Context: an optimization exercise on an open-source flow, tuned for small area. The choices shown serve that exercise and are no tape-out recipe. RTL that was checked went through simulation tests only; none was proved equivalent to the original. The clock port is modelled as an ideal driver, which makes a skipped or thinned clock tree look cheaper than it is; a real chip needs a root buffer or a tree. No activity file was given, so power comes from the tool's default toggle rates.

// int_div_top
module int_div_top (
	input  wire                clk,
	input  wire                rst_n_i,
	input  logic               req_i,
	input  logic               req_op_i,        
	input  logic [63:0]        req_dividend_i,
	input  logic [63:0]        req_divisor_i,
	output logic               ack_o,
	output logic [63:0]        rsp_quotient_o,
	output logic [63:0]        rsp_remainder_o,
	output logic               rsp_div_by_zero_o
);
For scale: roughly 440 cells after synthesis, ~6900 sq um of cells after synthesis.
==> module int_div_top, before the edit <==
module int_div_top (
	input  wire                clk,
	input  wire                rst_n_i,
	input  logic               req_i,
	input  logic               req_op_i,        
	input  logic [63:0]        req_dividend_i,
	input  logic [63:0]        req_divisor_i,
	output logic               ack_o,
	output logic [63:0]        rsp_quotient_o,
	output logic [63:0]        rsp_remainder_o,
	output logic               rsp_div_by_zero_o
);
	localparam int W   = 16;
	localparam int NSL = 64 / W;
	localparam int JW  = $clog2(NSL);
	localparam logic [1:0] IDLE = 2'd0;
	localparam logic [1:0] BUSY = 2'd1;
	localparam logic [1:0] HOLD = 2'd2;
	logic [1:0]  st_q;
	logic [8:0]  cnt_q;
	logic [63:0] r_q;     
	logic [63:0] q_q;     
	logic        iv_q;    
	logic        rs;      
	logic        cb_q;    
	logic        cy_q;    
	logic        za_q;    
	logic        zf_q;    
	logic        dbz_q;
	logic [5:0]  z_q;     
	logic        nb_q;    
	logic        fl_q;    
	logic sgn, kneg, dneg, qneg;
	assign sgn  = ~req_op_i;
	assign kneg = sgn & req_dividend_i[63];
	assign dneg = sgn & req_divisor_i[63];
	assign qneg = sgn & (req_dividend_i[63] ^ req_divisor_i[63]) & ~dbz_q;
	logic [JW-1:0] j;
	logic [5:0]    t;
	logic          last;
	assign j    = cnt_q[JW-1:0];
	assign t    = cnt_q[JW+5:JW];
	assign last = (j == JW'(NSL - 1));
	logic busy, in_s1, in_main, in_p1, in_p2, in_rot, pass, en;
	assign busy    = (st_q == BUSY);
	assign in_s1   = busy & (cnt_q[8:2] == 7'd127);
	assign in_main = busy & ~cnt_q[8];
	assign in_p1   = busy & (cnt_q[8:2] == 7'd64);
	assign in_p2   = busy & (cnt_q[8:2] == 7'd65);
	assign in_rot  = busy & (cnt_q[8:6] == 3'b101);
	assign pass    = in_s1 | in_main | in_p1 | in_p2;
	assign en      = in_s1 | in_main |
	                 (in_p1 & (rs | (kneg & ~zf_q))) |
	                 (in_p2 & kneg & ~rs & ~zf_q);
	logic [W-1:0] sl, a, b, dsl, sum;
	logic         cbin, sub, inv, cin, cout, a64, nsign, zs, zacc, qbit, xbit;
	assign sl   = r_q[W-1:0];
	assign cbin = (j == '0) ? nb_q : cb_q;
	logic sel_sh, sel_un, sel_k;
	assign sel_sh = in_main;
	assign sel_un = in_p1 | in_p2;
	assign sel_k  = in_s1 & kneg;
	assign a    = ({sl[W-2:0], cbin} & {W{sel_sh}}) | (sl & {W{sel_un}}) | {W{sel_k}};
	logic [NSL-1:0] jh;
	for (genvar k = 0; k < NSL; k++) begin : g_jh
		assign jh[k] = (j == JW'(k));
	end
	always_comb begin
		dsl = '0;
		for (int k = 0; k < NSL; k++) dsl = dsl | (req_divisor_i[k*W +: W] & {W{jh[k]}});
	end
	assign sub  = iv_q ^ dneg;
	assign rs   = ~sub;
	assign inv  = iv_q;
	assign b    = dsl ^ {W{inv}};
	assign cin  = (j == '0) ? inv : cy_q;
	localparam int L = $clog2(W);
	logic [W-1:0] bg, bp, gv, pv;
	always_comb begin
		bg = a & b;
		bp = a ^ b;
		gv = bg;
		pv = bp;
		gv[0] = bg[0] | (bp[0] & cin);
		for (int l = 0; l < L; l++) begin
			for (int i = 0; i < W; i++) begin
				if ((i + 1) % (2 << l) == 0) begin
					gv[i] = gv[i] | (pv[i] & gv[i - (1 << l)]);
					pv[i] = pv[i] & pv[i - (1 << l)];
				end
			end
		end
		for (int l = L - 2; l >= 0; l--) begin
			for (int i = 0; i < W; i++) begin
				if ((i + 1) % (2 << l) == (1 << l) && i >= (2 << l)) begin
					gv[i] = gv[i] | (pv[i] & gv[i - (1 << l)]);
					pv[i] = pv[i] & pv[i - (1 << l)];
				end
			end
		end
	end
	assign sum  = bp ^ {gv[W-2:0], cin};
	assign cout = gv[W-1];
	assign a64   = in_main ? sl[W-1] : rs;
	assign nsign = a64 ^ sub ^ cout;
	assign zs    = (sum == '0);
	assign zacc  = zs & ((j == '0) | za_q);
	assign qbit  = ~(nsign ^ kneg);
	assign xbit  = qbit ^ qneg;
	logic hit, flip, c0;
	assign c0   = qneg ^ (kneg & zf_q);
	assign hit  = (cnt_q[5:0] == z_q);
	assign flip = c0 & (fl_q | hit);  
	always_ff @(posedge clk) begin
		cb_q <= sl[W-1];
		cy_q <= cout;
		za_q <= zacc;
		if (st_q == IDLE) begin
			iv_q <= ~kneg ^ dneg;
			fl_q <= 1'b0;
		end else begin
			if (pass & en) begin
				r_q <= {sum, r_q[63:W]};
				if (last) begin
					iv_q <= ~nsign ^ dneg;
					zf_q <= zacc & ~nsign;
				end
			end
			if (in_s1 & last) begin
				dbz_q <= qbit;
			end
			if (in_main & last) begin
				q_q <= {q_q[62:0], xbit};
				if (!xbit || t == '0) z_q <= t;  
			end
			if (in_rot) begin
				q_q  <= {q_q[62:0], q_q[63] ^ flip};
				fl_q <= fl_q | hit;
			end
		end
	end
	logic done;
	assign done = (cnt_q == 9'd383);
	logic [63:0] nrot;
	assign nrot = {req_dividend_i[62:0], req_dividend_i[63]};
	logic [15:0] nm1;
	logic [3:0]  nm2;
	logic        nb_d;
	logic [5:0]  ti;
	assign ti = ~t;
	for (genvar i = 0; i < 16; i++) begin : g_nm1
		assign nm1[i] = nrot[4*i + ti[1:0]];
	end
	for (genvar i = 0; i < 4; i++) begin : g_nm2
		assign nm2[i] = nm1[4*i + ti[3:2]];
	end
	assign nb_d = nm2[ti[5:4]];
	always_ff @(posedge clk) begin
		cnt_q <= (st_q == IDLE) ? 9'd508 : cnt_q + 9'd1;
		nb_q  <= nb_d;
	end
	always_ff @(posedge clk or negedge rst_n_i) begin
		if (!rst_n_i) begin
			st_q <= IDLE;
		end else begin
			case (st_q)
				IDLE:    if (req_i) st_q <= BUSY;
				BUSY:    if (done) st_q <= req_i ? HOLD : IDLE;
				HOLD:    if (!req_i) st_q <= IDLE;
				default: st_q <= IDLE;
			endcase
		end
	end
	assign ack_o             = (st_q == HOLD);
	assign rsp_quotient_o    = q_q;
	assign rsp_remainder_o   = r_q;
	assign rsp_div_by_zero_o = dbz_q;
endmodule
==> flow/config.mk <==
export PLATFORM = sky130hd
export DESIGN_NAME = int_div_top
export DESIGN_NICKNAME = int_div_top
export VERILOG_FILES = /design/flow/design.v
export SDC_FILE = /design/flow/constraint.sdc
export NUM_CORES = 4
export LEC_CHECK = 0
export CAP_MARGIN = 20
export CORE_MARGIN = 2
export CORE_UTILIZATION = 40
export SLEW_MARGIN = 20
==> flow/constraint.sdc <==
create_clock -name core_clock -period 5.0 [get_ports {clk}]
set_input_delay 1.0000 -clock core_clock [delete_from_list [all_inputs] [get_ports {clk}]]
set_output_delay 1.0000 -clock core_clock [all_outputs]
set_load 0.01 [all_outputs]
standard.sh (not shown) runs the stock make flow with config.mk's settings and CLKGATE_MAP_FILE= SYNTH_SCRIPT=/design/flow/synth_recipe.tcl, a recipe that flattens the netlist after the stock synthesis.
==> flow/flow/run.sh <==
#!/bin/bash
# Standard ORFS layout (the standard.sh, standard synthesis) with two changes:
# port buffers use the smallest buffer cell, and flow/mycts.tcl builds the clock
# tree (one clkbuf_8 root, 10 clkbuf_8 leaves) in place of ORFS's CTS.
set -euo pipefail
export BUFFER_PORTS_ARGS="-buffer_cell sky130_fd_sc_hd__buf_1"
export MCTS_NB=10
export MCTS_BUF=sky130_fd_sc_hd__clkbuf_8
export MCTS_ROOT=sky130_fd_sc_hd__clkbuf_8
bash standard.sh place > place.log 2>&1
bash standard.sh run RUN_SCRIPT=$PWD/flow/mycts.tcl RUN_LOG_NAME_STEM=4_1_cts > cts.log 2>&1
bash standard.sh finish > finish.log 2>&1
Other scripts of this flow, unchanged in this note and not shown: flow/flow/mycts.tcl
The baseline passed the timing, DRC and antenna checks.
Change:
--- a/flow/design.v
+++ b/flow/design.v
@@ -36,6 +36,6 @@
 	logic        dbz_q;
 	logic [5:0]  z_q;     
+	logic        fl_q;    
 	logic        nb_q;    
-	logic        fl_q;    
 	logic sgn, kneg, dneg, qneg;
 	assign sgn  = ~req_op_i;
@@ -69,12 +69,5 @@
 	assign sel_k  = in_s1 & kneg;
 	assign a    = ({sl[W-2:0], cbin} & {W{sel_sh}}) | (sl & {W{sel_un}}) | {W{sel_k}};
-	logic [NSL-1:0] jh;
-	for (genvar k = 0; k < NSL; k++) begin : g_jh
-		assign jh[k] = (j == JW'(k));
-	end
-	always_comb begin
-		dsl = '0;
-		for (int k = 0; k < NSL; k++) dsl = dsl | (req_divisor_i[k*W +: W] & {W{jh[k]}});
-	end
+	assign dsl  = req_divisor_i[j*W +: W];
 	assign sub  = iv_q ^ dneg;
 	assign rs   = ~sub;
@@ -118,5 +111,5 @@
 	assign c0   = qneg ^ (kneg & zf_q);
 	assign hit  = (cnt_q[5:0] == z_q);
-	assign flip = c0 & (fl_q | hit);  
+	assign flip = c0 & (fl_q | hit);
 	always_ff @(posedge clk) begin
 		cb_q <= sl[W-1];
Effect: Global-route usage is lower by 1.1 points; die area is higher by 1.4%; design area rose by 0.76%; wire length decreases by 5.9%; total power came out lower by 3.5%.
In every run of this note, the design's own scripts or RTL, not TritonCTS, make the clock network.

---

The RTL this note starts from:
==> flow/design.v <==
`timescale 1ns/1ps
`timescale 1ns/1ps
`timescale 1ns/1ps
`timescale 1ns/1ps
`timescale 1ns/1ps
`timescale 1ns/1ps
`default_nettype none
module int_div_top (
	input  wire                clk,
	input  wire                rst_n_i,
	input  logic               req_i,
	input  logic               req_op_i,        
	input  logic [63:0]        req_dividend_i,
	input  logic [63:0]        req_divisor_i,
	output logic               ack_o,
	output logic [63:0]        rsp_quotient_o,
	output logic [63:0]        rsp_remainder_o,
	output logic               rsp_div_by_zero_o
);
	localparam int W   = 16;
	localparam int NSL = 64 / W;
	localparam int JW  = $clog2(NSL);
	localparam logic [1:0] IDLE = 2'd0;
	localparam logic [1:0] BUSY = 2'd1;
	localparam logic [1:0] HOLD = 2'd2;
	logic [1:0]  st_q;
	logic [8:0]  cnt_q;
	logic [63:0] r_q;     
	logic [63:0] q_q;     
	logic        rs_q;    
	logic        cb_q;    
	logic        cy_q;    
	logic        za_q;    
	logic        zf_q;    
	logic        dbz_q;
	logic [5:0]  z_q;     
	logic        fl_q;    
	logic        nb_q;    
	logic sgn, kneg, dneg, qneg;
	assign sgn  = ~req_op_i;
	assign kneg = sgn & req_dividend_i[63];
	assign dneg = sgn & req_divisor_i[63];
	assign qneg = sgn & (req_dividend_i[63] ^ req_divisor_i[63]) & ~dbz_q;
	logic [JW-1:0] j;
	logic [5:0]    t;
	logic          last;
	assign j    = cnt_q[JW-1:0];
	assign t    = cnt_q[JW+5:JW];
	assign last = (j == JW'(NSL - 1));
	logic busy, in_s1, in_main, in_p1, in_p2, in_rot, pass, en;
	assign busy    = (st_q == BUSY);
	assign in_s1   = busy & (cnt_q[8:2] == 7'd127);
	assign in_main = busy & ~cnt_q[8];
	assign in_p1   = busy & (cnt_q[8:2] == 7'd64);
	assign in_p2   = busy & (cnt_q[8:2] == 7'd65);
	assign in_rot  = busy & (cnt_q[8:6] == 3'b101);
	assign pass    = in_s1 | in_main | in_p1 | in_p2;
	assign en      = in_s1 | in_main |
	                 (in_p1 & (rs_q | (kneg & ~zf_q))) |
	                 (in_p2 & kneg & ~rs_q & ~zf_q);
	logic [W-1:0] sl, a, b, dsl, sum;
	logic         cbin, sub, inv, cin, cout, a64, nsign, zs, zacc, qbit, xbit;
	assign sl   = r_q[W-1:0];
	assign cbin = (j == '0) ? nb_q : cb_q;
	assign a    = in_main ? {sl[W-2:0], cbin} :
	              (in_p1 | in_p2) ? sl : {W{kneg}};
	assign dsl  = req_divisor_i[j*W +: W];
	assign sub  = ~rs_q;
	assign inv  = sub ^ dneg;
	assign b    = dsl ^ {W{inv}};
	assign cin  = (j == '0) ? inv : cy_q;
	localparam int CH = 4;
	logic [W/CH:0] c;
	assign c[0] = cin;
	for (genvar i = 0; i < W / CH; i++) begin : g_add
		logic [CH+1:0] t2;
		assign t2 = {1'b0, a[i*CH +: CH], 1'b1} + {1'b0, b[i*CH +: CH], c[i]};
		assign {c[i + 1], sum[i*CH +: CH]} = t2[CH+1:1];
	end
	assign cout = c[W/CH];
	assign a64   = in_main ? sl[W-1] : rs_q;
	assign nsign = a64 ^ sub ^ cout;
	assign zs    = (sum == '0);
	assign zacc  = zs & ((j == '0) | za_q);
	assign qbit  = ~(nsign ^ kneg);
	assign xbit  = qbit ^ qneg;
	logic hit, flip, c0;
	assign c0   = qneg ^ (kneg & zf_q);
	assign hit  = (cnt_q[5:0] == z_q);
	assign flip = c0 & (fl_q | hit);
	always_ff @(posedge clk) begin
		cb_q <= sl[W-1];
		cy_q <= cout;
		za_q <= zacc;
		if (st_q == IDLE) begin
			rs_q <= kneg;
			fl_q <= 1'b0;
		end else begin
			if (pass & en) begin
				r_q <= {sum, r_q[63:W]};
				if (last) begin
					rs_q <= nsign;
					zf_q <= zacc & ~nsign;
				end
			end
			if (in_s1 & last) begin
				dbz_q <= qbit;
			end
			if (in_main & last) begin
				q_q <= {q_q[62:0], xbit};
				if (!xbit || t == '0) z_q <= t;  
			end
			if (in_rot) begin
				q_q  <= {q_q[62:0], q_q[63] ^ flip};
				fl_q <= fl_q | hit;
			end
		end
	end
	logic done;
	assign done = (cnt_q == 9'd383);
	logic [63:0] nrot;
	assign nrot = {req_dividend_i[62:0], req_dividend_i[63]};
	logic [15:0] nm1;
	logic [3:0]  nm2;
	logic        nb_d;
	logic [5:0]  ti;
	assign ti = ~t;
	for (genvar i = 0; i < 16; i++) begin : g_nm1
		assign nm1[i] = nrot[4*i + ti[1:0]];
	end
	for (genvar i = 0; i < 4; i++) begin : g_nm2
		assign nm2[i] = nm1[4*i + ti[3:2]];
	end
	assign nb_d = nm2[ti[5:4]];
	always_ff @(posedge clk) begin
		cnt_q <= (st_q == IDLE) ? 9'd508 : cnt_q + 9'd1;
		nb_q  <= nb_d;
	end
	always_ff @(posedge clk or negedge rst_n_i) begin
		if (!rst_n_i) begin
			st_q <= IDLE;
		end else begin
			case (st_q)
				IDLE:    if (req_i) st_q <= BUSY;
				BUSY:    if (done) st_q <= req_i ? HOLD : IDLE;
				HOLD:    if (!req_i) st_q <= IDLE;
				default: st_q <= IDLE;
			endcase
		end
	end
	assign ack_o             = (st_q == HOLD);
	assign rsp_quotient_o    = q_q;
	assign rsp_remainder_o   = r_q;
	assign rsp_div_by_zero_o = dbz_q;
endmodule
`default_nettype wire
clock: 5.0 ns
lec_check: 0
cap_margin: 20
core_margin: 2
core_utilization: 40
cts_buf_list: sky130_fd_sc_hd__clkbuf_8
slew_margin: 20
==> flow/flow/run.sh <==
#!/bin/bash
# Standard ORFS layout (the standard.sh, standard synthesis), with two changes:
# port buffers use the smallest buffer cell, and CTS adds no dummy clock loads.
set -euo pipefail
export BUFFER_PORTS_ARGS="-buffer_cell sky130_fd_sc_hd__buf_1"
export CTS_ARGS="-sink_clustering_enable -repair_clock_nets -dont_use_dummy_load -buf_list sky130_fd_sc_hd__clkbuf_8"
bash standard.sh > standard.log 2>&1
The baseline finished with negative setup slack left.
Next try:
--- a/flow/design.v
+++ b/flow/design.v
@@ -66,21 +66,19 @@
 	              (in_p1 | in_p2) ? sl : {W{kneg}};
 	assign dsl  = req_divisor_i[j*W +: W];
 	assign sub  = ~rs_q;
 	assign inv  = sub ^ dneg;
 	assign b    = dsl ^ {W{inv}};
 	assign cin  = (j == '0) ? inv : cy_q;
-	localparam int CH = 4;
-	logic [W/CH:0] c;
+	logic [W:0] c;
 	assign c[0] = cin;
-	for (genvar i = 0; i < W / CH; i++) begin : g_add
-		logic [CH+1:0] t2;
-		assign t2 = {1'b0, a[i*CH +: CH], 1'b1} + {1'b0, b[i*CH +: CH], c[i]};
-		assign {c[i + 1], sum[i*CH +: CH]} = t2[CH+1:1];
+	for (genvar i = 0; i < W; i++) begin : g_add
+		assign sum[i]   = a[i] ^ b[i] ^ c[i];
+		assign c[i + 1] = (a[i] & b[i]) | (c[i] & (a[i] ^ b[i]));
 	end
-	assign cout = c[W/CH];
+	assign cout = c[W];
 	assign a64   = in_main ? sl[W-1] : rs_q;
 	assign nsign = a64 ^ sub ^ cout;
 	assign zs    = (sum == '0);
 	assign zacc  = zs & ((j == '0) | za_q);
 	assign qbit  = ~(nsign ^ kneg);
 	assign xbit  = qbit ^ qneg;
What happened: The new run produced a layout that fails on negative setup slack. Count of clock-buffer cells in the layout does not change. Core utilization falls by 1.4 points. Sequential share of layout area grows by 3.1 points. Via count decreases by 9.8%. Non-clock buffer count decreases by 18. Worst setup slack got worse by 2.5 ns.
No functional check of the RTL was part of any run of this note.

[re-timing with driven ports]
The results above use ideal ports. As a check the final layouts listed here were re-extracted and re-timed, cells and wires unchanged.
Step 1 sets driving cells, clkbuf_16 on the clock port and buf_2 on the other inputs (assumed; they add their load-dependent delay and slew).
Step 2 times the ports against the registers' clock, not the clock port: input delays grow and output delays shrink by t, the midpoint of the rising clock arrivals with the driver on.
Slacks: ideal ports / drivers / drivers and shift; pairs: ideal ports / drivers.
run	shift t [ns]	slack for setup (ns)	worst setup path after step 2	worst slew at a driven data input, ns	cell pins on the clock port's net
the first run of note 1	0.466	0.463 / 0.463 / 0.136	input to register	0.07	1
the second run of note 1	0.461	0.416 / 0.434 / -0.026	input to register	0.12	1
the first run of note 2	0.469	-0.039 / -0.052 / -0.521	input to register	0.05	1
the second run of note 2	0.472	-2.515 / -2.510 / -2.982	input to register	0.07	1
With both steps, setup timing fails in the second run of note 1, where it was met with ideal ports. The setup slack of the first run of note 2, which loses most, moves by -0.013 ns with the drivers and by -0.482 ns with both steps.
